What follows belongs to an exercise in optimizing a design on an open flow for small area, a short achievable clock period and few clock cycles; a production flow would make more cautious choices. Function was checked by simulation only, so behaviour that the tests miss may differ from the original.

$ cat flow/run.sh
#!/bin/bash
# synth_recipe.tcl (not shown) runs the flow's synth.tcl, then flattens the netlist and writes it again
# the make line also repeats each setting of config.mk as NAME=value (left out here)
make -C /OpenROAD-flow-scripts/flow DESIGN_CONFIG=/design/flow/config.mk WORK_HOME=/design/flow/orfs CLKGATE_MAP_FILE= SYNTH_SCRIPT=/design/flow/synth_recipe.tcl finish
$ cat flow/design.v
package lms_pkg;
    typedef logic signed [14-1:0] sample_t;
    typedef logic signed [16-1:0] weight_t;
    typedef logic signed [29-1:0] prod_t;
    typedef logic [5-1:0] tap_t;
    typedef enum logic [1:0] {
        UPD_IDLE  = 2'd0,
        UPD_MUL   = 2'd1,
        UPD_DIV   = 2'd2,
        UPD_WRITE = 2'd3
    } upd_state_t;
endpackage
`timescale 1ns/1ps
module lms_req_fifo #(
    parameter int DW = 63
) (
    input  logic          clk,
    input  logic          rstn,
    input  logic          push,
    input  logic [DW-1:0] push_data,
    input  logic          pop,
    output logic          head_valid,
    output logic [DW-1:0] head_data
);
    logic          v0, v1;
    logic [DW-1:0] data1;
    logic          ld0, ld1;
    assign head_valid = v0;
    assign ld0 = pop ? (v1 | push) : (!v0 & push);
    assign ld1 = pop ? (v1 & push) : (v0 & !v1 & push);
    always_ff @(posedge clk or negedge rstn)
    begin
        if (!rstn)
        begin
            v0 <= 1'b0;
            v1 <= 1'b0;
        end
        else
        begin
            if (pop)
            begin
                v0 <= v1 | push;
                v1 <= v1 & push;
            end
            else if (!v0)
                v0 <= push;
            else if (!v1)
                v1 <= push;
        end
    end
    always_ff @(posedge clk)
    begin
        if (ld0)
            head_data <= (pop && v1) ? data1 : push_data;
        if (ld1)
            data1 <= push_data;
    end
endmodule
`timescale 1ns/1ps
module lms_step_divider (
    input  logic                    clk,
    input  logic                    rstn,
    input  logic                    load,
    input  logic [26:0]             ld_a,
    input  logic [28:0]             ld_b,
    input  logic [3:0]              ld_cnt,
    input  logic                    ld_neg,
    input  logic                    res_ok,
    output logic                    free,
    output logic                    res_valid,
    output lms_pkg::weight_t        res_q,
    output logic                    res_neg,
    output logic                    idle_nx,
    output logic                    last_nx
);
    logic        busy;
    logic        fin;
    logic [3:0]  cnt;
    logic [26:0] r;
    logic [28:0] b;
    logic [15:0] q;
    logic        neg;
    logic [29:0] h1, h2, h3;
    logic [30:0] d1, d2, d3;
    logic        ge1, ge2, ge3;
    logic [26:0] r_next;
    logic [15:0] q_next;
    logic        last;
    assign h1 = {2'b0, b[28:1]};
    assign h2 = {1'b0, b};
    assign h3 = {1'b0, b} + {2'b0, b[28:1]};
    assign d1 = {4'b0, r} - {1'b0, h1};
    assign d2 = {4'b0, r} - {1'b0, h2};
    assign d3 = {4'b0, r} - {1'b0, h3};
    assign ge1 = !d1[30];
    assign ge2 = !d2[30];
    assign ge3 = !d3[30];
    always_comb
    begin
        if (ge3)
        begin
            r_next = d3[26:0];
            q_next = {q[13:0], 2'd3};
        end
        else if (ge2)
        begin
            r_next = d2[26:0];
            q_next = {q[13:0], 2'd2};
        end
        else if (ge1)
        begin
            r_next = d1[26:0];
            q_next = {q[13:0], 2'd1};
        end
        else
        begin
            r_next = r;
            q_next = {q[13:0], 2'd0};
        end
    end
    logic last_r;
    assign last      = busy && last_r;
    assign res_valid = last || fin;
    assign res_q     = fin ? q : q_next;
    assign res_neg   = neg;
    assign free      = !(busy || fin) || (res_valid && res_ok);
    logic busy_nx, fin_nx, last_r_nx;
    always_comb
    begin
        busy_nx = busy;
        fin_nx  = fin;
        if (load)
        begin
            busy_nx = 1'b1;
            fin_nx  = 1'b0;
        end
        else if (last)
        begin
            busy_nx = 1'b0;
            fin_nx  = !res_ok;
        end
        else if (fin && res_ok)
            fin_nx = 1'b0;
        last_r_nx = load ? (ld_cnt == 4'd1) : (cnt == 4'd2);
    end
    assign idle_nx = !busy_nx && !fin_nx;
    assign last_nx = busy_nx && last_r_nx;
    always_ff @(posedge clk or negedge rstn)
    begin
        if (!rstn)
        begin
            busy <= 1'b0;
            fin  <= 1'b0;
        end
        else
        begin
            busy <= busy_nx;
            fin  <= fin_nx;
        end
    end
    always_ff @(posedge clk)
    begin
        last_r <= last_r_nx;
        if (load)
        begin
            cnt    <= ld_cnt;
            r      <= ld_a;
            b      <= ld_b;
        end
        else
        begin
            cnt    <= cnt - 1'b1;
            r      <= r_next;
            b      <= b >> 2;
        end
    end
    always_ff @(posedge clk)
    begin
        if (load)
        begin
            q   <= '0;
            neg <= ld_neg;
        end
        else if (busy)
            q   <= q_next;
    end
endmodule
`timescale 1ns/1ps
module lms_weight_bank (
    input  logic              clk,
    input  logic              rstn,
    input  logic              wr_en,
    input  lms_pkg::tap_t     wr_tap,
    input  lms_pkg::weight_t  wr_data,
    input  lms_pkg::tap_t     cur_tap,
    input  lms_pkg::tap_t     rd_tap,
    output lms_pkg::weight_t  cur_weight,
    output lms_pkg::weight_t  rd_weight
);
    lms_pkg::weight_t     weights [32];
    logic [32-1:0] vld;
    assign cur_weight = vld[cur_tap] ? weights[cur_tap] : '0;
    always_ff @(posedge clk or negedge rstn)
    begin
        if (!rstn)
            vld <= '0;
        else if (wr_en)
            vld[wr_tap] <= 1'b1;
    end
    always_ff @(posedge clk)
    begin
        if (wr_en)
            weights[wr_tap] <= wr_data;
    end
    always_ff @(posedge clk)
    begin
        rd_weight <= vld[rd_tap] ? weights[rd_tap] : '0;
    end
endmodule
`timescale 1ns/1ps
module lms_update_ctrl #(
    parameter int CQ_N = 6
) (
    input  logic                     clk,
    input  logic                     rstn,
    input  logic                     req_valid,
    input  logic                     s_valid,
    input  lms_pkg::tap_t            s_tap,
    input  logic                     s_es,
    input  logic [13:0]              s_ea,
    input  logic                     s_fs,
    input  logic [13:0]              s_fa,
    input  logic                     s_ns,
    input  logic [26:0]              s_na,
    output logic                     s_pop,
    output logic                     credit_return,
    output logic                     d_load,
    output logic [26:0]              d_a,
    output logic [28:0]              d_b,
    output logic [3:0]               d_cnt,
    output logic                     d_neg,
    input  logic                     d_free,
    input  logic                     d_res_valid,
    input  lms_pkg::weight_t         d_res_q,
    input  logic                     d_res_neg,
    output logic                     d_res_ok,
    input  logic                     d_idle_nx,
    input  logic                     d_last_nx,
    input  lms_pkg::weight_t         cur_weight,
    output lms_pkg::tap_t            cur_tap,
    output logic                     wr_en,
    output lms_pkg::tap_t            wr_tap,
    output lms_pkg::weight_t         wr_data,
    output logic                     upd_done,
    output lms_pkg::tap_t            upd_tap
);
    function automatic logic [3:0] blen14(input logic [13:0] x);
        blen14 = '0;
        for (int i = 0; i < 14; i++)
            if (x[i]) blen14 = i + 1;
    endfunction
    function automatic logic [4:0] blen27(input logic [26:0] x);
        blen27 = '0;
        for (int i = 0; i < 27; i++)
            if (x[i]) blen27 = i + 1;
    endfunction
    logic [3:0]  le, lf;
    logic [4:0]  ln;
    logic [5:0]  lsum;
    logic [5:0]  kk;
    logic [3:0]  cyc;
    logic        zero;
    logic [27:0] mul_s, mul_c;
    lms_umul14 mul_i (
        .a (s_ea),
        .b (s_fa),
        .s (mul_s),
        .c (mul_c)
    );
    assign le   = blen14(s_ea);
    assign lf   = blen14(s_fa);
    assign ln   = blen27(s_na);
    assign lsum = {2'b0, le} + {2'b0, lf};
    assign kk   = lsum + 6'd2 - {1'b0, ln};
    assign cyc  = kk[4:1];
    assign zero = (le == 4'd0) || (lf == 4'd0) || (ln == 5'd0) || ({1'b0, ln} > lsum);
    logic               p_valid;
    logic               p_zero;
    lms_pkg::tap_t      p_tap;
    logic               p_neg;
    logic [27:0]        p_ps;
    logic [27:0]        p_pc;
    logic [26:0]        p_na;
    logic [3:0]         p_cyc;
    logic p_go;
    logic cq_space;
    assign s_pop = s_valid && (!p_valid || p_go);
    assign p_valid_nx = s_pop || (p_valid && !p_go);
    always_ff @(posedge clk or negedge rstn)
    begin
        if (!rstn)
            p_valid <= 1'b0;
        else
            p_valid <= p_valid_nx;
    end
    always_ff @(posedge clk)
    begin
        if (s_pop)
        begin
            p_zero <= zero;
            p_tap  <= s_tap;
            p_neg  <= s_es ^ s_fs ^ s_ns;
            p_ps   <= mul_s;
            p_pc   <= mul_c;
            p_na   <= s_na;
            p_cyc  <= cyc;
        end
    end
    logic [27:0] p_mag;
    logic [26:0] p_a;
    logic [28:0] p_b;
    assign p_mag = p_ps + p_pc;
    assign p_a   = p_mag[26:0];
    assign p_b   = {1'b0, p_na, 1'b0} << {p_cyc - 4'd1, 1'b0};
    logic        m_valid;
    logic [26:0] m_a;
    logic [28:0] m_b;
    logic [3:0]  m_cyc;
    logic        m_neg;
    logic ld_m, ld_p, p_to_m;
    assign ld_m   = d_free && m_valid;
    assign ld_p   = d_free && !m_valid && p_valid && !p_zero && cq_space;
    assign p_go   = p_valid && cq_space && (p_zero || !m_valid || d_free);
    assign p_to_m = p_go && !p_zero && !ld_p;
    assign m_valid_nx = p_to_m || (m_valid && !ld_m);
    always_ff @(posedge clk or negedge rstn)
    begin
        if (!rstn)
            m_valid <= 1'b0;
        else
            m_valid <= m_valid_nx;
    end
    always_ff @(posedge clk)
    begin
        if (p_to_m)
        begin
            m_a   <= p_a;
            m_b   <= p_b;
            m_cyc <= p_cyc;
            m_neg <= p_neg;
        end
    end
    assign d_load = ld_m || ld_p;
    assign d_a    = m_valid ? m_a   : p_a;
    assign d_b    = m_valid ? m_b   : p_b;
    assign d_cnt  = m_valid ? m_cyc : p_cyc;
    assign d_neg  = m_valid ? m_neg : p_neg;
    logic [1:0] owed;      
    logic [1:0] held;      
    logic [1:0] owed_nx;
    logic [1:0] held_nx;
    logic       pf_nx;
    logic       cr_nx;
    logic       p_valid_nx;
    logic       m_valid_nx;
    logic [CQ_N-1:0] cq_v_nx;
    logic [1:0] rr_v_nx;
    assign owed_nx = owed + {1'b0, req_valid} - {1'b0, credit_return};
    assign held_nx = held + {1'b0, req_valid} - {1'b0, p_go};
    assign pf_nx   = p_valid_nx && !cq_v_nx[CQ_N-1] && (!m_valid_nx || d_idle_nx || (d_last_nx && !rr_v_nx[1]));
    assign cr_nx   = (owed_nx != 2'd0) && ((held_nx <= owed_nx) || (pf_nx && (held_nx == owed_nx + 2'd1)));
    always_ff @(posedge clk or negedge rstn)
    begin
        if (!rstn)
        begin
            owed          <= '0;
            held          <= '0;
            credit_return <= 1'b0;
        end
        else
        begin
            owed          <= owed_nx;
            held          <= held_nx;
            credit_return <= cr_nx;
        end
    end
    logic [1:0]       rr_v;
    logic [1:0][15:0] rr_q;
    logic [1:0]       rr_neg;
    logic             rr_take;
    logic             rr_put;
    logic [CQ_N-1:0]      cq_v;
    logic [CQ_N-1:0]      cq_div;
    logic [CQ_N-1:0][4:0] cq_tap;
    logic                 cq_pop;
    logic cq_div0_nx;
    assign upd_tap  = cq_tap[0];
    assign cq_pop   = upd_done;
    assign cq_space = !cq_v[CQ_N-1] || cq_pop;
    logic [CQ_N-1:0] cq_nv;    
    logic [CQ_N-1:0] cq_pv;    
    logic [CQ_N-1:0] cq_ins;   
    always_comb
    begin
        for (int i = 0; i < CQ_N; i++)
        begin
            cq_nv[i]  = cq_pop ? ((i + 1 < CQ_N) ? cq_v[(i + 1 < CQ_N) ? i + 1 : i] : 1'b0) : cq_v[i];
            cq_pv[i]  = (i == 0) ? 1'b1 : (cq_pop ? cq_v[i] : cq_v[(i > 0) ? i - 1 : 0]);
            cq_ins[i] = p_go && cq_pv[i] && !cq_nv[i];
        end
    end
    assign cq_v_nx    = cq_nv | cq_ins;
    assign cq_div0_nx = cq_ins[0] ? !p_zero : (cq_pop ? cq_div[(CQ_N > 1) ? 1 : 0] : cq_div[0]);
    always_ff @(posedge clk or negedge rstn)
    begin
        if (!rstn)
        begin
            cq_v     <= '0;
            upd_done <= 1'b0;
        end
        else
        begin
            cq_v     <= cq_v_nx;
            upd_done <= cq_v_nx[0] && (!cq_div0_nx || rr_v_nx[0]);
        end
    end
    always_ff @(posedge clk)
    begin
        for (int i = 0; i < CQ_N; i++)
        begin
            if (cq_ins[i])
            begin
                cq_tap[i] <= p_tap;
                cq_div[i] <= !p_zero;
            end
            else if (cq_pop)
            begin
                cq_tap[i] <= cq_tap[(i + 1 < CQ_N) ? i + 1 : i];
                cq_div[i] <= cq_div[(i + 1 < CQ_N) ? i + 1 : i];
            end
        end
    end
    assign rr_take  = upd_done && cq_div[0];
    assign d_res_ok = !rr_v[1] || rr_take;
    assign rr_put   = d_res_valid && d_res_ok;
    always_comb
    begin
        case ({rr_put, rr_take})
            2'b10:   rr_v_nx = {rr_v[0], 1'b1};
            2'b01:   rr_v_nx = {1'b0, rr_v[1]};
            default: rr_v_nx = rr_v;
        endcase
    end
    always_ff @(posedge clk or negedge rstn)
    begin
        if (!rstn)
            rr_v <= '0;
        else
            rr_v <= rr_v_nx;
    end
    always_ff @(posedge clk)
    begin
        if (rr_take)
        begin
            rr_q[0]   <= rr_v[1] ? rr_q[1] : d_res_q;
            rr_neg[0] <= rr_v[1] ? rr_neg[1] : d_res_neg;
        end
        else if (rr_put && !rr_v[0])
        begin
            rr_q[0]   <= d_res_q;
            rr_neg[0] <= d_res_neg;
        end
        if (rr_put && (rr_take ? rr_v[1] : rr_v[0]))
        begin
            rr_q[1]   <= d_res_q;
            rr_neg[1] <= d_res_neg;
        end
    end
    lms_pkg::tap_t    next_tap;
    lms_pkg::weight_t cw;
    assign next_tap = cq_pop ? cq_tap[1] : cq_tap[0];
    assign cur_tap  = next_tap;
    always_ff @(posedge clk)
    begin
        if (wr_en && (wr_tap == next_tap))
            cw <= wr_data;
        else
            cw <= cur_weight;
    end
    assign wr_en   = rr_take;
    assign wr_tap  = cq_tap[0];
    assign wr_data = cw + (rr_q[0] ^ {16{rr_neg[0]}}) + {15'd0, rr_neg[0]};
endmodule
module lms_umul14 (
    input  logic [13:0] a,
    input  logic [13:0] b,
    output logic [27:0] s,
    output logic [27:0] c
);
    logic t1, t2, t3, t4, t5, t6, t7, t8, t9, t10, t11, t12, t13, t14, t15, t16, t17, t18, t19, t20, t21, t22, t23, t24, t25, t26, t27, t28, t29, t30, t31, t32, t33, t34, t35, t36, t37, t38, t39, t40, t41, t42, t43, t44, t45, t46, t47, t48, t49, t50, t51, t52, t53, t54, t55, t56, t57, t58, t59, t60, t61, t62, t63, t64, t65, t66, t67, t68, t69, t70, t71, t72, t73, t74, t75, t76, t77, t78, t79, t80, t81, t82, t83, t84, t85, t86, t87, t88, t89, t90, t91, t92, t93, t94, t95, t96, t97, t98, t99, t100, t101, t102, t103, t104, t105, t106, t107, t108, t109, t110, t111, t112, t113, t114, t115, t116, t117, t118, t119, t120, t121, t122, t123, t124, t125, t126, t127, t128, t129, t130, t131, t132, t133, t134, t135, t136, t137, t138, t139, t140, t141, t142, t143, t144, t145, t146, t147, t148, t149, t150, t151, t152, t153, t154, t155, t156, t157, t158, t159, t160, t161, t162, t163, t164, t165, t166, t167, t168, t169, t170, t171, t172, t173, t174, t175, t176, t177, t178, t179, t180, t181, t182, t183, t184, t185, t186, t187, t188, t189, t190, t191, t192, t193, t194, t195, t196, t197, t198, t199, t200, t201, t202, t203, t204, t205, t206, t207, t208, t209, t210, t211, t212, t213, t214, t215, t216, t217, t218, t219, t220, t221, t222, t223, t224, t225, t226, t227, t228, t229, t230, t231, t232, t233, t234, t235, t236, t237, t238, t239, t240, t241, t242, t243, t244, t245, t246, t247, t248, t249, t250, t251, t252, t253, t254, t255, t256, t257, t258, t259, t260, t261, t262, t263, t264, t265, t266, t267, t268, t269, t270, t271, t272, t273, t274, t275, t276, t277, t278, t279, t280, t281, t282, t283, t284, t285, t286, t287, t288, t289, t290, t291, t292, t293, t294, t295, t296, t297, t298, t299, t300, t301, t302, t303, t304, t305, t306, t307, t308, t309, t310, t311, t312, t313, t314, t315, t316, t317, t318, t319, t320, t321, t322, t323, t324, t325, t326, t327, t328, t329, t330, t331, t332, t333, t334, t335, t336, t337, t338, t339, t340, t341, t342, t343, t344, t345, t346, t347, t348, t349, t350, t351, t352, t353, t354, t355, t356, t357, t358, t359, t360, t361, t362, t363, t364, t365, t366, t367, t368, t369, t370, t371, t372, t373, t374, t375, t376, t377, t378, t379, t380, t381, t382, t383, t384, t385, t386, t387, t388, t389, t390, t391, t392, t393, t394, t395, t396, t397, t398, t399, t400, t401, t402, t403, t404, t405, t406, t407, t408, t409, t410, t411, t412, t413, t414, t415, t416, t417, t418, t419, t420, t421, t422, t423, t424, t425, t426, t427, t428, t429, t430, t431, t432, t433, t434, t435, t436, t437, t438, t439, t440, t441, t442, t443, t444, t445, t446, t447, t448, t449, t450, t451, t452, t453, t454, t455, t456, t457, t458, t459, t460, t461, t462, t463, t464, t465, t466, t467, t468, t469, t470, t471, t472, t473, t474, t475, t476, t477, t478, t479, t480, t481, t482, t483, t484, t485, t486, t487, t488, t489, t490, t491, t492, t493, t494, t495, t496, t497, t498, t499, t500, t501, t502, t503, t504, t505, t506, t507, t508;
    assign t1 = (a[0] & b[0]);
    assign t2 = (a[0] & b[1]);
    assign t3 = (a[1] & b[0]);
    assign t4 = (a[0] & b[2]);
    assign t5 = (a[1] & b[1]);
    assign t6 = (a[2] & b[0]);
    assign t7 = (a[0] & b[3]);
    assign t8 = (a[1] & b[2]);
    assign t9 = (a[2] & b[1]);
    assign t10 = (a[3] & b[0]);
    assign t11 = (a[0] & b[4]);
    assign t12 = (a[1] & b[3]);
    assign t13 = (a[2] & b[2]);
    assign t14 = (a[3] & b[1]);
    assign t15 = (a[4] & b[0]);
    assign t16 = (a[0] & b[5]);
    assign t17 = (a[1] & b[4]);
    assign t18 = (a[2] & b[3]);
    assign t19 = (a[3] & b[2]);
    assign t20 = (a[4] & b[1]);
    assign t21 = (a[5] & b[0]);
    assign t22 = (a[0] & b[6]);
    assign t23 = (a[1] & b[5]);
    assign t24 = (a[2] & b[4]);
    assign t25 = (a[3] & b[3]);
    assign t26 = (a[4] & b[2]);
    assign t27 = (a[5] & b[1]);
    assign t28 = (a[6] & b[0]);
    assign t29 = (a[0] & b[7]);
    assign t30 = (a[1] & b[6]);
    assign t31 = (a[2] & b[5]);
    assign t32 = (a[3] & b[4]);
    assign t33 = (a[4] & b[3]);
    assign t34 = (a[5] & b[2]);
    assign t35 = (a[6] & b[1]);
    assign t36 = (a[7] & b[0]);
    assign t37 = (a[0] & b[8]);
    assign t38 = (a[1] & b[7]);
    assign t39 = (a[2] & b[6]);
    assign t40 = (a[3] & b[5]);
    assign t41 = (a[4] & b[4]);
    assign t42 = (a[5] & b[3]);
    assign t43 = (a[6] & b[2]);
    assign t44 = (a[7] & b[1]);
    assign t45 = (a[8] & b[0]);
    assign t46 = (a[0] & b[9]);
    assign t47 = (a[1] & b[8]);
    assign t48 = (a[2] & b[7]);
    assign t49 = (a[3] & b[6]);
    assign t50 = (a[4] & b[5]);
    assign t51 = (a[5] & b[4]);
    assign t52 = (a[6] & b[3]);
    assign t53 = (a[7] & b[2]);
    assign t54 = (a[8] & b[1]);
    assign t55 = (a[9] & b[0]);
    assign t56 = (a[0] & b[10]);
    assign t57 = (a[1] & b[9]);
    assign t58 = (a[2] & b[8]);
    assign t59 = (a[3] & b[7]);
    assign t60 = (a[4] & b[6]);
    assign t61 = (a[5] & b[5]);
    assign t62 = (a[6] & b[4]);
    assign t63 = (a[7] & b[3]);
    assign t64 = (a[8] & b[2]);
    assign t65 = (a[9] & b[1]);
    assign t66 = (a[10] & b[0]);
    assign t67 = (a[0] & b[11]);
    assign t68 = (a[1] & b[10]);
    assign t69 = (a[2] & b[9]);
    assign t70 = (a[3] & b[8]);
    assign t71 = (a[4] & b[7]);
    assign t72 = (a[5] & b[6]);
    assign t73 = (a[6] & b[5]);
    assign t74 = (a[7] & b[4]);
    assign t75 = (a[8] & b[3]);
    assign t76 = (a[9] & b[2]);
    assign t77 = (a[10] & b[1]);
    assign t78 = (a[11] & b[0]);
    assign t79 = (a[0] & b[12]);
    assign t80 = (a[1] & b[11]);
    assign t81 = (a[2] & b[10]);
    assign t82 = (a[3] & b[9]);
    assign t83 = (a[4] & b[8]);
    assign t84 = (a[5] & b[7]);
    assign t85 = (a[6] & b[6]);
    assign t86 = (a[7] & b[5]);
    assign t87 = (a[8] & b[4]);
    assign t88 = (a[9] & b[3]);
    assign t89 = (a[10] & b[2]);
    assign t90 = (a[11] & b[1]);
    assign t91 = (a[12] & b[0]);
    assign t92 = (a[0] & b[13]);
    assign t93 = (a[1] & b[12]);
    assign t94 = (a[2] & b[11]);
    assign t95 = (a[3] & b[10]);
    assign t96 = (a[4] & b[9]);
    assign t97 = (a[5] & b[8]);
    assign t98 = (a[6] & b[7]);
    assign t99 = (a[7] & b[6]);
    assign t100 = (a[8] & b[5]);
    assign t101 = (a[9] & b[4]);
    assign t102 = (a[10] & b[3]);
    assign t103 = (a[11] & b[2]);
    assign t104 = (a[12] & b[1]);
    assign t105 = (a[13] & b[0]);
    assign t106 = (a[1] & b[13]);
    assign t107 = (a[2] & b[12]);
    assign t108 = (a[3] & b[11]);
    assign t109 = (a[4] & b[10]);
    assign t110 = (a[5] & b[9]);
    assign t111 = (a[6] & b[8]);
    assign t112 = (a[7] & b[7]);
    assign t113 = (a[8] & b[6]);
    assign t114 = (a[9] & b[5]);
    assign t115 = (a[10] & b[4]);
    assign t116 = (a[11] & b[3]);
    assign t117 = (a[12] & b[2]);
    assign t118 = (a[13] & b[1]);
    assign t119 = (a[2] & b[13]);
    assign t120 = (a[3] & b[12]);
    assign t121 = (a[4] & b[11]);
    assign t122 = (a[5] & b[10]);
    assign t123 = (a[6] & b[9]);
    assign t124 = (a[7] & b[8]);
    assign t125 = (a[8] & b[7]);
    assign t126 = (a[9] & b[6]);
    assign t127 = (a[10] & b[5]);
    assign t128 = (a[11] & b[4]);
    assign t129 = (a[12] & b[3]);
    assign t130 = (a[13] & b[2]);
    assign t131 = (a[3] & b[13]);
    assign t132 = (a[4] & b[12]);
    assign t133 = (a[5] & b[11]);
    assign t134 = (a[6] & b[10]);
    assign t135 = (a[7] & b[9]);
    assign t136 = (a[8] & b[8]);
    assign t137 = (a[9] & b[7]);
    assign t138 = (a[10] & b[6]);
    assign t139 = (a[11] & b[5]);
    assign t140 = (a[12] & b[4]);
    assign t141 = (a[13] & b[3]);
    assign t142 = (a[4] & b[13]);
    assign t143 = (a[5] & b[12]);
    assign t144 = (a[6] & b[11]);
    assign t145 = (a[7] & b[10]);
    assign t146 = (a[8] & b[9]);
    assign t147 = (a[9] & b[8]);
    assign t148 = (a[10] & b[7]);
    assign t149 = (a[11] & b[6]);
    assign t150 = (a[12] & b[5]);
    assign t151 = (a[13] & b[4]);
    assign t152 = (a[5] & b[13]);
    assign t153 = (a[6] & b[12]);
    assign t154 = (a[7] & b[11]);
    assign t155 = (a[8] & b[10]);
    assign t156 = (a[9] & b[9]);
    assign t157 = (a[10] & b[8]);
    assign t158 = (a[11] & b[7]);
    assign t159 = (a[12] & b[6]);
    assign t160 = (a[13] & b[5]);
    assign t161 = (a[6] & b[13]);
    assign t162 = (a[7] & b[12]);
    assign t163 = (a[8] & b[11]);
    assign t164 = (a[9] & b[10]);
    assign t165 = (a[10] & b[9]);
    assign t166 = (a[11] & b[8]);
    assign t167 = (a[12] & b[7]);
    assign t168 = (a[13] & b[6]);
    assign t169 = (a[7] & b[13]);
    assign t170 = (a[8] & b[12]);
    assign t171 = (a[9] & b[11]);
    assign t172 = (a[10] & b[10]);
    assign t173 = (a[11] & b[9]);
    assign t174 = (a[12] & b[8]);
    assign t175 = (a[13] & b[7]);
    assign t176 = (a[8] & b[13]);
    assign t177 = (a[9] & b[12]);
    assign t178 = (a[10] & b[11]);
    assign t179 = (a[11] & b[10]);
    assign t180 = (a[12] & b[9]);
    assign t181 = (a[13] & b[8]);
    assign t182 = (a[9] & b[13]);
    assign t183 = (a[10] & b[12]);
    assign t184 = (a[11] & b[11]);
    assign t185 = (a[12] & b[10]);
    assign t186 = (a[13] & b[9]);
    assign t187 = (a[10] & b[13]);
    assign t188 = (a[11] & b[12]);
    assign t189 = (a[12] & b[11]);
    assign t190 = (a[13] & b[10]);
    assign t191 = (a[11] & b[13]);
    assign t192 = (a[12] & b[12]);
    assign t193 = (a[13] & b[11]);
    assign t194 = (a[12] & b[13]);
    assign t195 = (a[13] & b[12]);
    assign t196 = (a[13] & b[13]);
    assign t197 = t92 ^ t93;
    assign t198 = t92 & t93;
    assign t199 = t106 ^ t107;
    assign t200 = t106 & t107;
    assign t201 = t46 ^ t47;
    assign t202 = t46 & t47;
    assign t203 = t56 ^ t57 ^ t58;
    assign t204 = (t56 & t57) | (t56 & t58) | (t57 & t58);
    assign t205 = t59 ^ t60;
    assign t206 = t59 & t60;
    assign t207 = t67 ^ t68 ^ t69;
    assign t208 = (t67 & t68) | (t67 & t69) | (t68 & t69);
    assign t209 = t70 ^ t71 ^ t72;
    assign t210 = (t70 & t71) | (t70 & t72) | (t71 & t72);
    assign t211 = t73 ^ t74;
    assign t212 = t73 & t74;
    assign t213 = t79 ^ t80 ^ t81;
    assign t214 = (t79 & t80) | (t79 & t81) | (t80 & t81);
    assign t215 = t82 ^ t83 ^ t84;
    assign t216 = (t82 & t83) | (t82 & t84) | (t83 & t84);
    assign t217 = t85 ^ t86 ^ t87;
    assign t218 = (t85 & t86) | (t85 & t87) | (t86 & t87);
    assign t219 = t88 ^ t89;
    assign t220 = t88 & t89;
    assign t221 = t197 ^ t94 ^ t95;
    assign t222 = (t197 & t94) | (t197 & t95) | (t94 & t95);
    assign t223 = t96 ^ t97 ^ t98;
    assign t224 = (t96 & t97) | (t96 & t98) | (t97 & t98);
    assign t225 = t99 ^ t100 ^ t101;
    assign t226 = (t99 & t100) | (t99 & t101) | (t100 & t101);
    assign t227 = t102 ^ t103 ^ t104;
    assign t228 = (t102 & t103) | (t102 & t104) | (t103 & t104);
    assign t229 = t199 ^ t108 ^ t109;
    assign t230 = (t199 & t108) | (t199 & t109) | (t108 & t109);
    assign t231 = t110 ^ t111 ^ t112;
    assign t232 = (t110 & t111) | (t110 & t112) | (t111 & t112);
    assign t233 = t113 ^ t114 ^ t115;
    assign t234 = (t113 & t114) | (t113 & t115) | (t114 & t115);
    assign t235 = t116 ^ t117 ^ t118;
    assign t236 = (t116 & t117) | (t116 & t118) | (t117 & t118);
    assign t237 = t119 ^ t120 ^ t121;
    assign t238 = (t119 & t120) | (t119 & t121) | (t120 & t121);
    assign t239 = t122 ^ t123 ^ t124;
    assign t240 = (t122 & t123) | (t122 & t124) | (t123 & t124);
    assign t241 = t125 ^ t126 ^ t127;
    assign t242 = (t125 & t126) | (t125 & t127) | (t126 & t127);
    assign t243 = t128 ^ t129 ^ t130;
    assign t244 = (t128 & t129) | (t128 & t130) | (t129 & t130);
    assign t245 = t131 ^ t132 ^ t133;
    assign t246 = (t131 & t132) | (t131 & t133) | (t132 & t133);
    assign t247 = t134 ^ t135 ^ t136;
    assign t248 = (t134 & t135) | (t134 & t136) | (t135 & t136);
    assign t249 = t137 ^ t138 ^ t139;
    assign t250 = (t137 & t138) | (t137 & t139) | (t138 & t139);
    assign t251 = t142 ^ t143 ^ t144;
    assign t252 = (t142 & t143) | (t142 & t144) | (t143 & t144);
    assign t253 = t145 ^ t146 ^ t147;
    assign t254 = (t145 & t146) | (t145 & t147) | (t146 & t147);
    assign t255 = t152 ^ t153 ^ t154;
    assign t256 = (t152 & t153) | (t152 & t154) | (t153 & t154);
    assign t257 = t22 ^ t23;
    assign t258 = t22 & t23;
    assign t259 = t29 ^ t30 ^ t31;
    assign t260 = (t29 & t30) | (t29 & t31) | (t30 & t31);
    assign t261 = t32 ^ t33;
    assign t262 = t32 & t33;
    assign t263 = t37 ^ t38 ^ t39;
    assign t264 = (t37 & t38) | (t37 & t39) | (t38 & t39);
    assign t265 = t40 ^ t41 ^ t42;
    assign t266 = (t40 & t41) | (t40 & t42) | (t41 & t42);
    assign t267 = t43 ^ t44;
    assign t268 = t43 & t44;
    assign t269 = t201 ^ t48 ^ t49;
    assign t270 = (t201 & t48) | (t201 & t49) | (t48 & t49);
    assign t271 = t50 ^ t51 ^ t52;
    assign t272 = (t50 & t51) | (t50 & t52) | (t51 & t52);
    assign t273 = t53 ^ t54 ^ t55;
    assign t274 = (t53 & t54) | (t53 & t55) | (t54 & t55);
    assign t275 = t203 ^ t205 ^ t61;
    assign t276 = (t203 & t205) | (t203 & t61) | (t205 & t61);
    assign t277 = t62 ^ t63 ^ t64;
    assign t278 = (t62 & t63) | (t62 & t64) | (t63 & t64);
    assign t279 = t65 ^ t66 ^ t202;
    assign t280 = (t65 & t66) | (t65 & t202) | (t66 & t202);
    assign t281 = t207 ^ t209 ^ t211;
    assign t282 = (t207 & t209) | (t207 & t211) | (t209 & t211);
    assign t283 = t75 ^ t76 ^ t77;
    assign t284 = (t75 & t76) | (t75 & t77) | (t76 & t77);
    assign t285 = t78 ^ t204 ^ t206;
    assign t286 = (t78 & t204) | (t78 & t206) | (t204 & t206);
    assign t287 = t213 ^ t215 ^ t217;
    assign t288 = (t213 & t215) | (t213 & t217) | (t215 & t217);
    assign t289 = t219 ^ t90 ^ t91;
    assign t290 = (t219 & t90) | (t219 & t91) | (t90 & t91);
    assign t291 = t208 ^ t210 ^ t212;
    assign t292 = (t208 & t210) | (t208 & t212) | (t210 & t212);
    assign t293 = t221 ^ t223 ^ t225;
    assign t294 = (t221 & t223) | (t221 & t225) | (t223 & t225);
    assign t295 = t227 ^ t105 ^ t214;
    assign t296 = (t227 & t105) | (t227 & t214) | (t105 & t214);
    assign t297 = t216 ^ t218 ^ t220;
    assign t298 = (t216 & t218) | (t216 & t220) | (t218 & t220);
    assign t299 = t229 ^ t231 ^ t233;
    assign t300 = (t229 & t231) | (t229 & t233) | (t231 & t233);
    assign t301 = t235 ^ t198 ^ t222;
    assign t302 = (t235 & t198) | (t235 & t222) | (t198 & t222);
    assign t303 = t224 ^ t226 ^ t228;
    assign t304 = (t224 & t226) | (t224 & t228) | (t226 & t228);
    assign t305 = t237 ^ t239 ^ t241;
    assign t306 = (t237 & t239) | (t237 & t241) | (t239 & t241);
    assign t307 = t243 ^ t200 ^ t230;
    assign t308 = (t243 & t200) | (t243 & t230) | (t200 & t230);
    assign t309 = t232 ^ t234 ^ t236;
    assign t310 = (t232 & t234) | (t232 & t236) | (t234 & t236);
    assign t311 = t245 ^ t247 ^ t249;
    assign t312 = (t245 & t247) | (t245 & t249) | (t247 & t249);
    assign t313 = t140 ^ t141 ^ t238;
    assign t314 = (t140 & t141) | (t140 & t238) | (t141 & t238);
    assign t315 = t240 ^ t242 ^ t244;
    assign t316 = (t240 & t242) | (t240 & t244) | (t242 & t244);
    assign t317 = t251 ^ t253 ^ t148;
    assign t318 = (t251 & t253) | (t251 & t148) | (t253 & t148);
    assign t319 = t149 ^ t150 ^ t151;
    assign t320 = (t149 & t150) | (t149 & t151) | (t150 & t151);
    assign t321 = t246 ^ t248 ^ t250;
    assign t322 = (t246 & t248) | (t246 & t250) | (t248 & t250);
    assign t323 = t255 ^ t155 ^ t156;
    assign t324 = (t255 & t155) | (t255 & t156) | (t155 & t156);
    assign t325 = t157 ^ t158 ^ t159;
    assign t326 = (t157 & t158) | (t157 & t159) | (t158 & t159);
    assign t327 = t160 ^ t252 ^ t254;
    assign t328 = (t160 & t252) | (t160 & t254) | (t252 & t254);
    assign t329 = t161 ^ t162 ^ t163;
    assign t330 = (t161 & t162) | (t161 & t163) | (t162 & t163);
    assign t331 = t164 ^ t165 ^ t166;
    assign t332 = (t164 & t165) | (t164 & t166) | (t165 & t166);
    assign t333 = t167 ^ t168 ^ t256;
    assign t334 = (t167 & t168) | (t167 & t256) | (t168 & t256);
    assign t335 = t169 ^ t170 ^ t171;
    assign t336 = (t169 & t170) | (t169 & t171) | (t170 & t171);
    assign t337 = t172 ^ t173 ^ t174;
    assign t338 = (t172 & t173) | (t172 & t174) | (t173 & t174);
    assign t339 = t176 ^ t177 ^ t178;
    assign t340 = (t176 & t177) | (t176 & t178) | (t177 & t178);
    assign t341 = t11 ^ t12;
    assign t342 = t11 & t12;
    assign t343 = t16 ^ t17 ^ t18;
    assign t344 = (t16 & t17) | (t16 & t18) | (t17 & t18);
    assign t345 = t19 ^ t20;
    assign t346 = t19 & t20;
    assign t347 = t257 ^ t24 ^ t25;
    assign t348 = (t257 & t24) | (t257 & t25) | (t24 & t25);
    assign t349 = t26 ^ t27 ^ t28;
    assign t350 = (t26 & t27) | (t26 & t28) | (t27 & t28);
    assign t351 = t259 ^ t261 ^ t34;
    assign t352 = (t259 & t261) | (t259 & t34) | (t261 & t34);
    assign t353 = t35 ^ t36 ^ t258;
    assign t354 = (t35 & t36) | (t35 & t258) | (t36 & t258);
    assign t355 = t263 ^ t265 ^ t267;
    assign t356 = (t263 & t265) | (t263 & t267) | (t265 & t267);
    assign t357 = t45 ^ t260 ^ t262;
    assign t358 = (t45 & t260) | (t45 & t262) | (t260 & t262);
    assign t359 = t269 ^ t271 ^ t273;
    assign t360 = (t269 & t271) | (t269 & t273) | (t271 & t273);
    assign t361 = t264 ^ t266 ^ t268;
    assign t362 = (t264 & t266) | (t264 & t268) | (t266 & t268);
    assign t363 = t275 ^ t277 ^ t279;
    assign t364 = (t275 & t277) | (t275 & t279) | (t277 & t279);
    assign t365 = t270 ^ t272 ^ t274;
    assign t366 = (t270 & t272) | (t270 & t274) | (t272 & t274);
    assign t367 = t281 ^ t283 ^ t285;
    assign t368 = (t281 & t283) | (t281 & t285) | (t283 & t285);
    assign t369 = t276 ^ t278 ^ t280;
    assign t370 = (t276 & t278) | (t276 & t280) | (t278 & t280);
    assign t371 = t287 ^ t289 ^ t291;
    assign t372 = (t287 & t289) | (t287 & t291) | (t289 & t291);
    assign t373 = t282 ^ t284 ^ t286;
    assign t374 = (t282 & t284) | (t282 & t286) | (t284 & t286);
    assign t375 = t293 ^ t295 ^ t297;
    assign t376 = (t293 & t295) | (t293 & t297) | (t295 & t297);
    assign t377 = t288 ^ t290 ^ t292;
    assign t378 = (t288 & t290) | (t288 & t292) | (t290 & t292);
    assign t379 = t299 ^ t301 ^ t303;
    assign t380 = (t299 & t301) | (t299 & t303) | (t301 & t303);
    assign t381 = t294 ^ t296 ^ t298;
    assign t382 = (t294 & t296) | (t294 & t298) | (t296 & t298);
    assign t383 = t305 ^ t307 ^ t309;
    assign t384 = (t305 & t307) | (t305 & t309) | (t307 & t309);
    assign t385 = t300 ^ t302 ^ t304;
    assign t386 = (t300 & t302) | (t300 & t304) | (t302 & t304);
    assign t387 = t311 ^ t313 ^ t315;
    assign t388 = (t311 & t313) | (t311 & t315) | (t313 & t315);
    assign t389 = t306 ^ t308 ^ t310;
    assign t390 = (t306 & t308) | (t306 & t310) | (t308 & t310);
    assign t391 = t317 ^ t319 ^ t321;
    assign t392 = (t317 & t319) | (t317 & t321) | (t319 & t321);
    assign t393 = t312 ^ t314 ^ t316;
    assign t394 = (t312 & t314) | (t312 & t316) | (t314 & t316);
    assign t395 = t323 ^ t325 ^ t327;
    assign t396 = (t323 & t325) | (t323 & t327) | (t325 & t327);
    assign t397 = t318 ^ t320 ^ t322;
    assign t398 = (t318 & t320) | (t318 & t322) | (t320 & t322);
    assign t399 = t329 ^ t331 ^ t333;
    assign t400 = (t329 & t331) | (t329 & t333) | (t331 & t333);
    assign t401 = t324 ^ t326 ^ t328;
    assign t402 = (t324 & t326) | (t324 & t328) | (t326 & t328);
    assign t403 = t335 ^ t337 ^ t175;
    assign t404 = (t335 & t337) | (t335 & t175) | (t337 & t175);
    assign t405 = t330 ^ t332 ^ t334;
    assign t406 = (t330 & t332) | (t330 & t334) | (t332 & t334);
    assign t407 = t339 ^ t179 ^ t180;
    assign t408 = (t339 & t179) | (t339 & t180) | (t179 & t180);
    assign t409 = t181 ^ t336 ^ t338;
    assign t410 = (t181 & t336) | (t181 & t338) | (t336 & t338);
    assign t411 = t182 ^ t183 ^ t184;
    assign t412 = (t182 & t183) | (t182 & t184) | (t183 & t184);
    assign t413 = t185 ^ t186 ^ t340;
    assign t414 = (t185 & t186) | (t185 & t340) | (t186 & t340);
    assign t415 = t187 ^ t188 ^ t189;
    assign t416 = (t187 & t188) | (t187 & t189) | (t188 & t189);
    assign t417 = t7 ^ t8;
    assign t418 = t7 & t8;
    assign t419 = t341 ^ t13 ^ t14;
    assign t420 = (t341 & t13) | (t341 & t14) | (t13 & t14);
    assign t421 = t343 ^ t345 ^ t21;
    assign t422 = (t343 & t345) | (t343 & t21) | (t345 & t21);
    assign t423 = t347 ^ t349 ^ t344;
    assign t424 = (t347 & t349) | (t347 & t344) | (t349 & t344);
    assign t425 = t351 ^ t353 ^ t348;
    assign t426 = (t351 & t353) | (t351 & t348) | (t353 & t348);
    assign t427 = t355 ^ t357 ^ t352;
    assign t428 = (t355 & t357) | (t355 & t352) | (t357 & t352);
    assign t429 = t359 ^ t361 ^ t356;
    assign t430 = (t359 & t361) | (t359 & t356) | (t361 & t356);
    assign t431 = t363 ^ t365 ^ t360;
    assign t432 = (t363 & t365) | (t363 & t360) | (t365 & t360);
    assign t433 = t367 ^ t369 ^ t364;
    assign t434 = (t367 & t369) | (t367 & t364) | (t369 & t364);
    assign t435 = t371 ^ t373 ^ t368;
    assign t436 = (t371 & t373) | (t371 & t368) | (t373 & t368);
    assign t437 = t375 ^ t377 ^ t372;
    assign t438 = (t375 & t377) | (t375 & t372) | (t377 & t372);
    assign t439 = t379 ^ t381 ^ t376;
    assign t440 = (t379 & t381) | (t379 & t376) | (t381 & t376);
    assign t441 = t383 ^ t385 ^ t380;
    assign t442 = (t383 & t385) | (t383 & t380) | (t385 & t380);
    assign t443 = t387 ^ t389 ^ t384;
    assign t444 = (t387 & t389) | (t387 & t384) | (t389 & t384);
    assign t445 = t391 ^ t393 ^ t388;
    assign t446 = (t391 & t393) | (t391 & t388) | (t393 & t388);
    assign t447 = t395 ^ t397 ^ t392;
    assign t448 = (t395 & t397) | (t395 & t392) | (t397 & t392);
    assign t449 = t399 ^ t401 ^ t396;
    assign t450 = (t399 & t401) | (t399 & t396) | (t401 & t396);
    assign t451 = t403 ^ t405 ^ t400;
    assign t452 = (t403 & t405) | (t403 & t400) | (t405 & t400);
    assign t453 = t407 ^ t409 ^ t404;
    assign t454 = (t407 & t409) | (t407 & t404) | (t409 & t404);
    assign t455 = t411 ^ t413 ^ t408;
    assign t456 = (t411 & t413) | (t411 & t408) | (t413 & t408);
    assign t457 = t415 ^ t190 ^ t412;
    assign t458 = (t415 & t190) | (t415 & t412) | (t190 & t412);
    assign t459 = t191 ^ t192 ^ t193;
    assign t460 = (t191 & t192) | (t191 & t193) | (t192 & t193);
    assign t461 = t4 ^ t5;
    assign t462 = t4 & t5;
    assign t463 = t417 ^ t9 ^ t10;
    assign t464 = (t417 & t9) | (t417 & t10) | (t9 & t10);
    assign t465 = t419 ^ t15 ^ t418;
    assign t466 = (t419 & t15) | (t419 & t418) | (t15 & t418);
    assign t467 = t421 ^ t342 ^ t420;
    assign t468 = (t421 & t342) | (t421 & t420) | (t342 & t420);
    assign t469 = t423 ^ t346 ^ t422;
    assign t470 = (t423 & t346) | (t423 & t422) | (t346 & t422);
    assign t471 = t425 ^ t350 ^ t424;
    assign t472 = (t425 & t350) | (t425 & t424) | (t350 & t424);
    assign t473 = t427 ^ t354 ^ t426;
    assign t474 = (t427 & t354) | (t427 & t426) | (t354 & t426);
    assign t475 = t429 ^ t358 ^ t428;
    assign t476 = (t429 & t358) | (t429 & t428) | (t358 & t428);
    assign t477 = t431 ^ t362 ^ t430;
    assign t478 = (t431 & t362) | (t431 & t430) | (t362 & t430);
    assign t479 = t433 ^ t366 ^ t432;
    assign t480 = (t433 & t366) | (t433 & t432) | (t366 & t432);
    assign t481 = t435 ^ t370 ^ t434;
    assign t482 = (t435 & t370) | (t435 & t434) | (t370 & t434);
    assign t483 = t437 ^ t374 ^ t436;
    assign t484 = (t437 & t374) | (t437 & t436) | (t374 & t436);
    assign t485 = t439 ^ t378 ^ t438;
    assign t486 = (t439 & t378) | (t439 & t438) | (t378 & t438);
    assign t487 = t441 ^ t382 ^ t440;
    assign t488 = (t441 & t382) | (t441 & t440) | (t382 & t440);
    assign t489 = t443 ^ t386 ^ t442;
    assign t490 = (t443 & t386) | (t443 & t442) | (t386 & t442);
    assign t491 = t445 ^ t390 ^ t444;
    assign t492 = (t445 & t390) | (t445 & t444) | (t390 & t444);
    assign t493 = t447 ^ t394 ^ t446;
    assign t494 = (t447 & t394) | (t447 & t446) | (t394 & t446);
    assign t495 = t449 ^ t398 ^ t448;
    assign t496 = (t449 & t398) | (t449 & t448) | (t398 & t448);
    assign t497 = t451 ^ t402 ^ t450;
    assign t498 = (t451 & t402) | (t451 & t450) | (t402 & t450);
    assign t499 = t453 ^ t406 ^ t452;
    assign t500 = (t453 & t406) | (t453 & t452) | (t406 & t452);
    assign t501 = t455 ^ t410 ^ t454;
    assign t502 = (t455 & t410) | (t455 & t454) | (t410 & t454);
    assign t503 = t457 ^ t414 ^ t456;
    assign t504 = (t457 & t414) | (t457 & t456) | (t414 & t456);
    assign t505 = t459 ^ t416 ^ t458;
    assign t506 = (t459 & t416) | (t459 & t458) | (t416 & t458);
    assign t507 = t194 ^ t195 ^ t460;
    assign t508 = (t194 & t195) | (t194 & t460) | (t195 & t460);
    assign s = {1'b0, t196, t507, t505, t503, t501, t499, t497, t495, t493, t491, t489, t487, t485, t483, t481, t479, t477, t475, t473, t471, t469, t467, t465, t463, t461, t2, t1};
    assign c = {1'b0, t508, t506, t504, t502, t500, t498, t496, t494, t492, t490, t488, t486, t484, t482, t480, t478, t476, t474, t472, t470, t468, t466, t464, t462, t6, t3, 1'b0};
endmodule
`timescale 1ns/1ps
module lms_weight_top (
    input  logic                     clk,
    input  logic                     rstn,
    input  logic                     req_valid,
    input  lms_pkg::tap_t            req_tap,
    input  lms_pkg::sample_t         req_err,
    input  lms_pkg::sample_t         req_ref,
    input  logic [32-1:0]  req_power,
    input  lms_pkg::tap_t            rd_tap,
    output logic                     credit_return,
    output logic                     upd_done,
    output lms_pkg::tap_t            upd_tap,
    output lms_pkg::weight_t         rd_weight
);
    logic                     s_valid;
    logic                     s_pop;
    logic [62:0]              push_data;
    logic [62:0]              s_data;
    logic [13:0]              req_ea, req_fa;
    logic [26:0]              req_na;
    logic [26:0]              req_nrm;
    assign req_nrm   = req_power[32-1:5];
    assign req_ea    = req_err[13] ? -req_err : req_err;
    assign req_fa    = req_ref[13] ? -req_ref : req_ref;
    assign req_na    = req_nrm[26] ? -req_nrm : req_nrm;
    assign push_data = {req_tap, req_err[13], req_ea, req_ref[13], req_fa, req_nrm[26], req_na};
    logic                     d_load;
    logic [26:0]              d_a;
    logic [28:0]              d_b;
    logic [3:0]               d_cnt;
    logic                     d_neg;
    logic                     d_free;
    logic                     d_res_valid;
    lms_pkg::weight_t         d_res_q;
    logic                     d_res_neg;
    logic                     d_res_ok;
    logic                     d_idle_nx;
    logic                     d_last_nx;
    lms_pkg::tap_t            cur_tap;
    lms_pkg::weight_t         cur_weight;
    logic                     wr_en;
    lms_pkg::tap_t            wr_tap;
    lms_pkg::weight_t         wr_data;
    lms_req_fifo #(.DW(63)) fifo_i (
        .clk        (clk),
        .rstn       (rstn),
        .push       (req_valid),
        .push_data  (push_data),
        .pop        (s_pop),
        .head_valid (s_valid),
        .head_data  (s_data)
    );
    lms_update_ctrl ctrl_i (
        .clk           (clk),
        .rstn          (rstn),
        .req_valid     (req_valid),
        .s_valid       (s_valid),
        .s_tap         (s_data[62:58]),
        .s_es          (s_data[57]),
        .s_ea          (s_data[56:43]),
        .s_fs          (s_data[42]),
        .s_fa          (s_data[41:28]),
        .s_ns          (s_data[27]),
        .s_na          (s_data[26:0]),
        .s_pop         (s_pop),
        .credit_return (credit_return),
        .d_load        (d_load),
        .d_a           (d_a),
        .d_b           (d_b),
        .d_cnt         (d_cnt),
        .d_neg         (d_neg),
        .d_free        (d_free),
        .d_res_valid   (d_res_valid),
        .d_res_q       (d_res_q),
        .d_res_neg     (d_res_neg),
        .d_res_ok      (d_res_ok),
        .d_idle_nx     (d_idle_nx),
        .d_last_nx     (d_last_nx),
        .cur_weight    (cur_weight),
        .cur_tap       (cur_tap),
        .wr_en         (wr_en),
        .wr_tap        (wr_tap),
        .wr_data       (wr_data),
        .upd_done      (upd_done),
        .upd_tap       (upd_tap)
    );
    lms_step_divider div_i (
        .clk       (clk),
        .rstn      (rstn),
        .load      (d_load),
        .ld_a      (d_a),
        .ld_b      (d_b),
        .ld_cnt    (d_cnt),
        .ld_neg    (d_neg),
        .res_ok    (d_res_ok),
        .free      (d_free),
        .res_valid (d_res_valid),
        .res_q     (d_res_q),
        .res_neg   (d_res_neg),
        .idle_nx   (d_idle_nx),
        .last_nx   (d_last_nx)
    );
    lms_weight_bank bank_i (
        .clk        (clk),
        .rstn       (rstn),
        .wr_en      (wr_en),
        .wr_tap     (wr_tap),
        .wr_data    (wr_data),
        .cur_tap    (cur_tap),
        .rd_tap     (rd_tap),
        .cur_weight (cur_weight),
        .rd_weight  (rd_weight)
    );
endmodule
$ cat flow/config.mk
export PLATFORM = sky130hd
export DESIGN_NAME = lms_weight_top
export DESIGN_NICKNAME = lms_weight_top
export VERILOG_FILES = /design/flow/design.v
export SDC_FILE = /design/flow/constraint.sdc
export NUM_CORES = 4
export LEC_CHECK = 0
export CAP_MARGIN = 20
export CORE_MARGIN = 2
export CORE_UTILIZATION = 40
export SETUP_SLACK_MARGIN = 5
export SLEW_MARGIN = 20
$ cat flow/constraint.sdc
create_clock -name core_clock -period 10.0 [get_ports {clk}]
set_input_delay 2.0000 -clock core_clock [delete_from_list [all_inputs] [get_ports {clk}]]
set_output_delay 2.0000 -clock core_clock [all_outputs]
set_load 0.01 [all_outputs]
==> impl_metrics.ini, run 1 <==
[run_status]
outcome = no timing/DRC/antenna violations

[clocking]
clock_path_buffers = 3
clk_transition_reported_paths_ps = 60
postCtsHoldBufs = 0
cts-root-buf = clkbuf_16
cts_buffers = 108
cts_tree = yes
cts.sinks = 1021
clk_latency_ps = 790
cts_max_level = 3

[die]
row_count = 139
pin_count = 96
dieHeight_um = 384.2
dieArea_mm2 = 0.1476
start_util_pct = 40.29
die-width_um = 384.2
core_area_mm2 = 0.1435

[global_routing]
overflow = 0
antenna_found_initial = 0
grt_pass1_wl_mm = 220.8
grt_pass1_vias = 36820
grt_usage_pct = 19.40
grt_max_degree = 101

[synth]
yosys_warnings = 4
synth_cells = 4419
synth-main-ff-cell = edfxtp_1
synth-edff-count = 881
synth_seq_cells = 1021
syn_area_per_cell_um2 = 13.08
async_flop_share_pct = 5.093
netlist_area_mm2 = 0.05781
seq_area_frac_synth_pct = 51.06
synth_cell_types = 95
synth_fp_nets = 4840

[min_path]
hp-class = flip-flop to flip-flop

[timing]
drv_slew = 0
min_period_ps = 4600
fin_skew_ps = 124.0
maxSlewHeadroom_pct = 32.30
rsz0062_at_grt = no
setup_slack_ps = 5400
timing.final.crit_share_pct = 46.00
max_freq_mhz = 217.4
whs_ps = 418.4
tightest_slew_ps = 1016
finalSetupViolCount = 0
setup_tns_ps = 0
finalHoldViolCount = 0

[detailed_routing]
drc_errors = 0
final_antenna_net_count = 0
drtIter0Drc = 3004
routed_via_density = 5.621
drt-pass1-iter-count = 5
drt-wirelength-per-cell_um = 22.15
routed_wl_mm = 143.4
vias = 36390

[finish]
nets = 4897
fin_util_pct = 45.19
final_common_cell = edfxtp_1
final_cell_mix = edfxtp_1 (881), nand2_1 (399), nor2_1 (341)
drive_gt1_share_pct = 16.52
diodes = 0
area_growth_pct = 12.17
multi_input_area_mm2 = 0.02674
seq_area_mm2 = 0.02952
fin_cells = 6473
n_fill_cell = 12870

[worst_setup_path]
arrival_ps = 4940
critical_path_class = flip-flop to flip-flop
cp.required_ps = 10340
cp-start-kind = flip-flop
crit_fanout = 74
endpoint_kind = flip-flop

[place]
io_buffers = 90
placed_cells = 6269
dpl.hpwl_mm = 92.90
dp_slack_ps = 4324
place_congestion = 0.8407

[run]
drv_cap = 0
## metal layers
metal | vias up | GRT usage [%] | share of wire, %
met2 | 1163 | 31.78 | 48
li1 | 16610 | - | -
met5 | - | 0 | 0
met1 | 18410 | 26.89 | 43
met3 | 206 | 2.930 | 6.4
met4 | 0 | 5.381 | 2.4
## sequential cells by signal (all words and copies together) (netlist names), 28 cells and up
name              flops
bank_i.vld           32
ctrl_i.cq_tap        30
fifo_i.data1         63
ctrl_i.rr_q          32
fifo_i.head_data     63
div_i.b              29
ctrl_i.m_b           28
bank_i.weights      512
## kinds of logic (layout without fill, tap and decap cells)
| group | after synthesis | in the layout | synth area share, % |
|---|---|---|---|
| buffers and inverters | 464 | 615 | 3.270 |
| DFF | 1021 | 1021 | 51.06 |
| muxes | 470 | 470 | 15.07 |
| xor gates and xnor gates | 175 | 175 | 2.651 |
| AOI/OAI and AO/OA | 683 | 683 | 7.969 |
| and+or+nand+nor | 1257 | 1257 | 10.14 |
| adders and majority gates | 349 | 349 | 9.835 |
## Yosys cell counts, drive strengths merged (17+ instances only)
cell	count	area, µm²
a211oi	36	275.3
a21o	67	503.0
a21oi	149	753.2
a311oi	23	201.4
a31oi	49	312.8
and2	169	1057
and3	41	256.5
buf	88	479.2
clkbuf	141	529.3
dfrtp	52	1301
dfxtp	88	1762
edfxtp	881	26460
fa	176	3523
ha	172	2152
inv	234	878.3
mux2	71	803.3
mux2i	86	860.8
mux4	313	7049
nand2	400	1504
nand3	71	355.3
nor2	375	1415
nor2b	29	181.4
nor3	49	245.2
o21a	30	225.2
o21ai	135	686.9
o21bai	23	172.7
o31ai	27	207.7
or2	17	106.4
or3	26	172.7
xnor2	117	1025
xor2	58	508.0
## worst paths after layout
| kind | endpoint | depth (start not counted) | slack [ps] | start |
|---|---|---|---|---|
| max | ctrl_i.p_na[18]$_DFFE_PP_ | 8 | 5400 | ctrl_i.upd_done$_DFF_PN0_ |
| min | ctrl_i.p_tap[2]$_DFFE_PP_ | 0 | 420 | fifo_i.head_data[60]$_DFFE_PP_ |
| max reg2reg | ctrl_i.p_na[18]$_DFFE_PP_ | 8 | 5400 | ctrl_i.upd_done$_DFF_PN0_ |
| min reg2reg | ctrl_i.p_tap[2]$_DFFE_PP_ | 0 | 420 | fifo_i.head_data[60]$_DFFE_PP_ |
| max in group asynchronous | div_i.fin$_DFF_PN0_ | 2 | 8080 | rstn |
| min in group asynchronous | bank_i.vld[12]$_DFFE_PN0P_ | 2 | 1390 | rstn |
## metrics by stage
step	cell area (µm²)
2_1_floorplan	57820
3_3_place_gp	61050
3_5_place_dp	61080
4_1_cts	64830
5_1_grt	64840
6_report	64840
## cell type report
| type | instances | area share (%) |
|---|---|---|
| clock buffer | 135 | 4.451 |
| clock inverter | 69 | 1.343 |
| inverter | 235 | 1.360 |
| multi-input combinational | 2934 | 41.24 |
| sequential | 1021 | 45.53 |
| tap | 1903 | 3.672 |
| timing repair buffer | 176 | 2.402 |
## timing repair
| item | in CTS | in global routing |
|---|---|---|
| hold endpoints to repair | 0 | 0 |
| resized for setup | 0 | 2 |
| endpoints found under the setup margin | 0 | 80 |
| setup buffers | 0 | 0 |
## critical path, cell delays in order (launching register included)
cell,delay (ps)
dfrtp_2,920
nand2_1,360
and2_1,290
o22ai_1,650
nor3_1,110
or2_2,420
and2_1,290
nor2_4,500
buf_6,560
Testbench counts, summed over its fixed seeds: cycles 4,548.
==> inputs of run 2 (changes only) <==
--- a/flow/config.mk
+++ b/flow/config.mk
@@ -7,6 +7,6 @@
 export LEC_CHECK = 0
 export CAP_MARGIN = 20
 export CORE_MARGIN = 2
-export CORE_UTILIZATION = 40
+export CORE_UTILIZATION = 55
 export SETUP_SLACK_MARGIN = 5
 export SLEW_MARGIN = 20
==> run 2 against run 1 <==
Still clean on timing, DRC and antenna. Non-clock buffer count fell by 14. Register-to-register slack got worse by 120 ps. Design area fell by 0.93%. Clock skew fell by 81 ps. First-iteration DRC count rose by 27%.
==> impl_metrics.ini, run 2 <==
[synth]
synth_cell_types = 95
synth-main-ff-cell = edfxtp_1
synth_compound_area_share_pct = 7.969
synth_top_family_by_area = multiplexers
synthXorXnorAreaFrac_pct = 2.651
synth_fp_nets = 4840
synthSimpleGateAreaFrac_pct = 10.14
synth_common_cells = edfxtp_1 (881), nand2_1 (399), nor2_1 (374)
async_flop_share_pct = 5.093
syn_area_per_cell_um2 = 13.08
synth_area_leaders = edfxtp_1 (46%), mux4_2 (12%), fa_1 (6.1%), ha_1 (3.7%), dfxtp_1 (3.0%)
seq_area_frac_synth_pct = 51.06
netlist.area_leader.share_pct = 45.76
synth_seq_cells = 1021
synth.mux.area_fraction_pct = 15.07
yosysTopAreaCell = edfxtp_1
yosysMostFrequentCell = edfxtp_1
synth_cells = 4419
yosys_warnings = 4
netlist_area_mm2 = 0.05781
yosys.area_share.adder_pct = 9.835
synth-edff-count = 881

[worst_setup_path]
rr_worst_depth = 9
critical_path_class = flip-flop to flip-flop
crit_slowest_cell = buf_4
path_cells = buf_4 -> nand2_1 -> and2_1 -> o22ai_1 -> nor3_1 -> or2_2 -> and2_1 -> nor2_4 -> buf_4
critPathBufInv = 2
cp.required_ps = 10310
max_stage_delay_ps = 790
rrSetupSlack_ps = 5280
critical-path-top-delay-family = simple AND/OR/NAND/NOR gates
crit_cells = 9
reg2reg_to = ctrl_i.p_na[4]$_DFFE_PP_
endpoint_kind = flip-flop
r2r-start = ctrl_i.upd_done$_DFF_PN0_
arrival_ps = 5030
critPathLaunch = ctrl_i.upd_done$_DFF_PN0_
crit_fanout = 73
crit_path_end = ctrl_i.p_na[4]$_DFFE_PP_
cp-start-kind = flip-flop

[detailed_routing]
routed_wl_mm = 146.0
drt-pass1-iter-count = 5
drc_errors = 0
routed_via_density = 6.199
drtIter0Drc = 3817
drt-wirelength-per-cell_um = 24.60
final_antenna_net_count = 0
vias = 36790

[clocking]
cts_max_level = 3
clk_latency_ps = 720
cts_buffers = 108
postCtsHoldBufs = 0
cts_tree = yes
cts_resized = 0
cts-root-buf = clkbuf_16
cts.sinks = 1021
clock_path_buffers = 3
post_cts.repair.setup_buffers = 0
clk_transition_reported_paths_ps = 60

[finish]
final_common_cell = edfxtp_1
reg_top3 = bank_i.weights: 512 flops, fifo_i.data1: 63 flops, fifo_i.head_data: 63 flops
n_fill_cell = 8095
nets = 4883
regMostFlops = bank_i.weights
area_growth_pct = 11.13
diodes = 0
fin_cells = 5935
largest_register_ffs = 512
drive_gt1_share_pct = 16.49
final_cell_mix = edfxtp_1 (881), nand2_1 (399), nor2_1 (341)

[die]
row_count = 118
dieHeight_um = 328.2
pin_count = 96
start_util_pct = 55.62
dieArea_mm2 = 0.1077
core_area_mm2 = 0.1039
die-width_um = 328.2

[global_routing]
antenna_found_initial = 0
grt_usage_pct = 27.58
overflow = 0
grt_pass1_wl_mm = 224.9
grt_pass1_vias = 36620
grt_max_degree = 129

[timing]
finalSetupViolCount = 0
timing.final.crit_share_pct = 47.22
tightest_slew_ps = 1079
setup_tns_ps = 0
maxSlewHeadroom_pct = 28.04
drv_slew = 0
rsz0062_at_grt = no
min_period_ps = 4722
fin_skew_ps = 42.60
max_freq_mhz = 211.8
finalHoldViolCount = 0

[run]
drv_cap = 0

[place]
io_buffers = 90
placed_cells = 5732
place_congestion = 0.8486
dpl.hpwl_mm = 94.21

[min_path]
hp-class = flip-flop to flip-flop

[run_status]
outcome = no timing/DRC/antenna violations
-- run 2: cell counts after synthesis --
Identical to the previous run, type by type.
-- run 2: cell families after synthesis --
family          after synthesis
simple gates               1257
mux                         470
fa+ha+maj                   349
buf+inv                     464
flops                      1021
compound gates              683
xor+xnor                    175
-- run 2: worst min path at each step --
stage,from,to,slack [ps],cells after the start
3_3_place_gp,fifo_i.head_data[58]$_DFFE_PP_,ctrl_i.p_tap[0]$_DFFE_PP_,410,0
2_1_floorplan,fifo_i.head_data[58]$_DFFE_PP_,ctrl_i.p_tap[0]$_DFFE_PP_,400,0
6_report,fifo_i.head_data[60]$_DFFE_PP_,ctrl_i.p_tap[2]$_DFFE_PP_,410,0
4_1_cts,fifo_i.head_data[60]$_DFFE_PP_,ctrl_i.p_tap[2]$_DFFE_PP_,410,0
3_5_place_dp,fifo_i.head_data[60]$_DFFE_PP_,ctrl_i.p_tap[2]$_DFFE_PP_,410,0
5_1_grt,fifo_i.head_data[62]$_DFFE_PP_,ctrl_i.p_tap[4]$_DFFE_PP_,420,0
-- run 2: per-stage QoR --
stage	utilization (%)	area, µm²	setup WS (ps)	hold WS, ps
finish	61.81	64240	5278	412.9
global route	61.81	64240	5023	423.2
CTS	61.78	64210	5268	409.4
detailed placement	58.11	60390	4744	405.2
global placement	58.07	60360	4752	414.0
floorplan	-	57820	5521	400.3
-- run 2: area by class of cell --
type                            instances  area [µm²]  share of cell area [%]
Clock inverter                         76       939.7                   1.463
Tap cell                             1380        1727                   2.688
Clock buffer                          127        2877                   4.478
Sequential cell                      1021       29520                   45.95
Inverter                              235       882.1                   1.373
Multi-Input combinational cell       2934       26850                   41.80
Timing Repair Buffer                  162        1445                   2.249
-- run 2: metal layers --
metal	wire length (µm)	up-vias	track usage (%)	part of all wire, %
li1	-	16590	-	-
met3	11820	203	4.988	8.1
met1	66280	18630	42.66	45
met4	3147	0	6.919	2.2
met2	64760	1370	40.59	44
met5	0	-	0	0
-- run 2: worst reg2reg max path, stage by stage (launching register included) --
cell	delay [ps]
dfrtp_2	340
buf_4	410
nand2_1	330
and2_1	290
o22ai_1	680
nor3_1	150
or2_2	430
and2_1	280
nor2_4	530
buf_4	800

==> afterwards: timing with drivers on the ports <==
The results above use ideal ports. As a check the final layouts listed here were re-extracted and re-timed, cells and wires unchanged. Step 1: set_driving_cell puts a clkbuf_16 on clk and a buf_2 on each other input, an assumption about the parent block. Step 2 times the ports against the registers' clock, not the clock port: input delays grow and output delays shrink by t, the midpoint of the rising clock arrivals with the driver on. Three values: ideal, step 1, step 2; two values: the first two.
run	t (ns)	slack for setup (ns)	clock arrival spread, ns	slew at the worst register clock pin (ns)
run 1	0.803	5.400 / 5.400 / 4.659	0.124 / 0.124	0.07 / 0.07
run 2	0.772	5.278 / 5.278 / 4.825	0.047 / 0.047	0.07 / 0.07
After both steps every run listed still meets setup and hold. For run 1, which loses most, drivers alone change the setup slack by 0.000 ns; drivers and shift together by -0.741 ns.
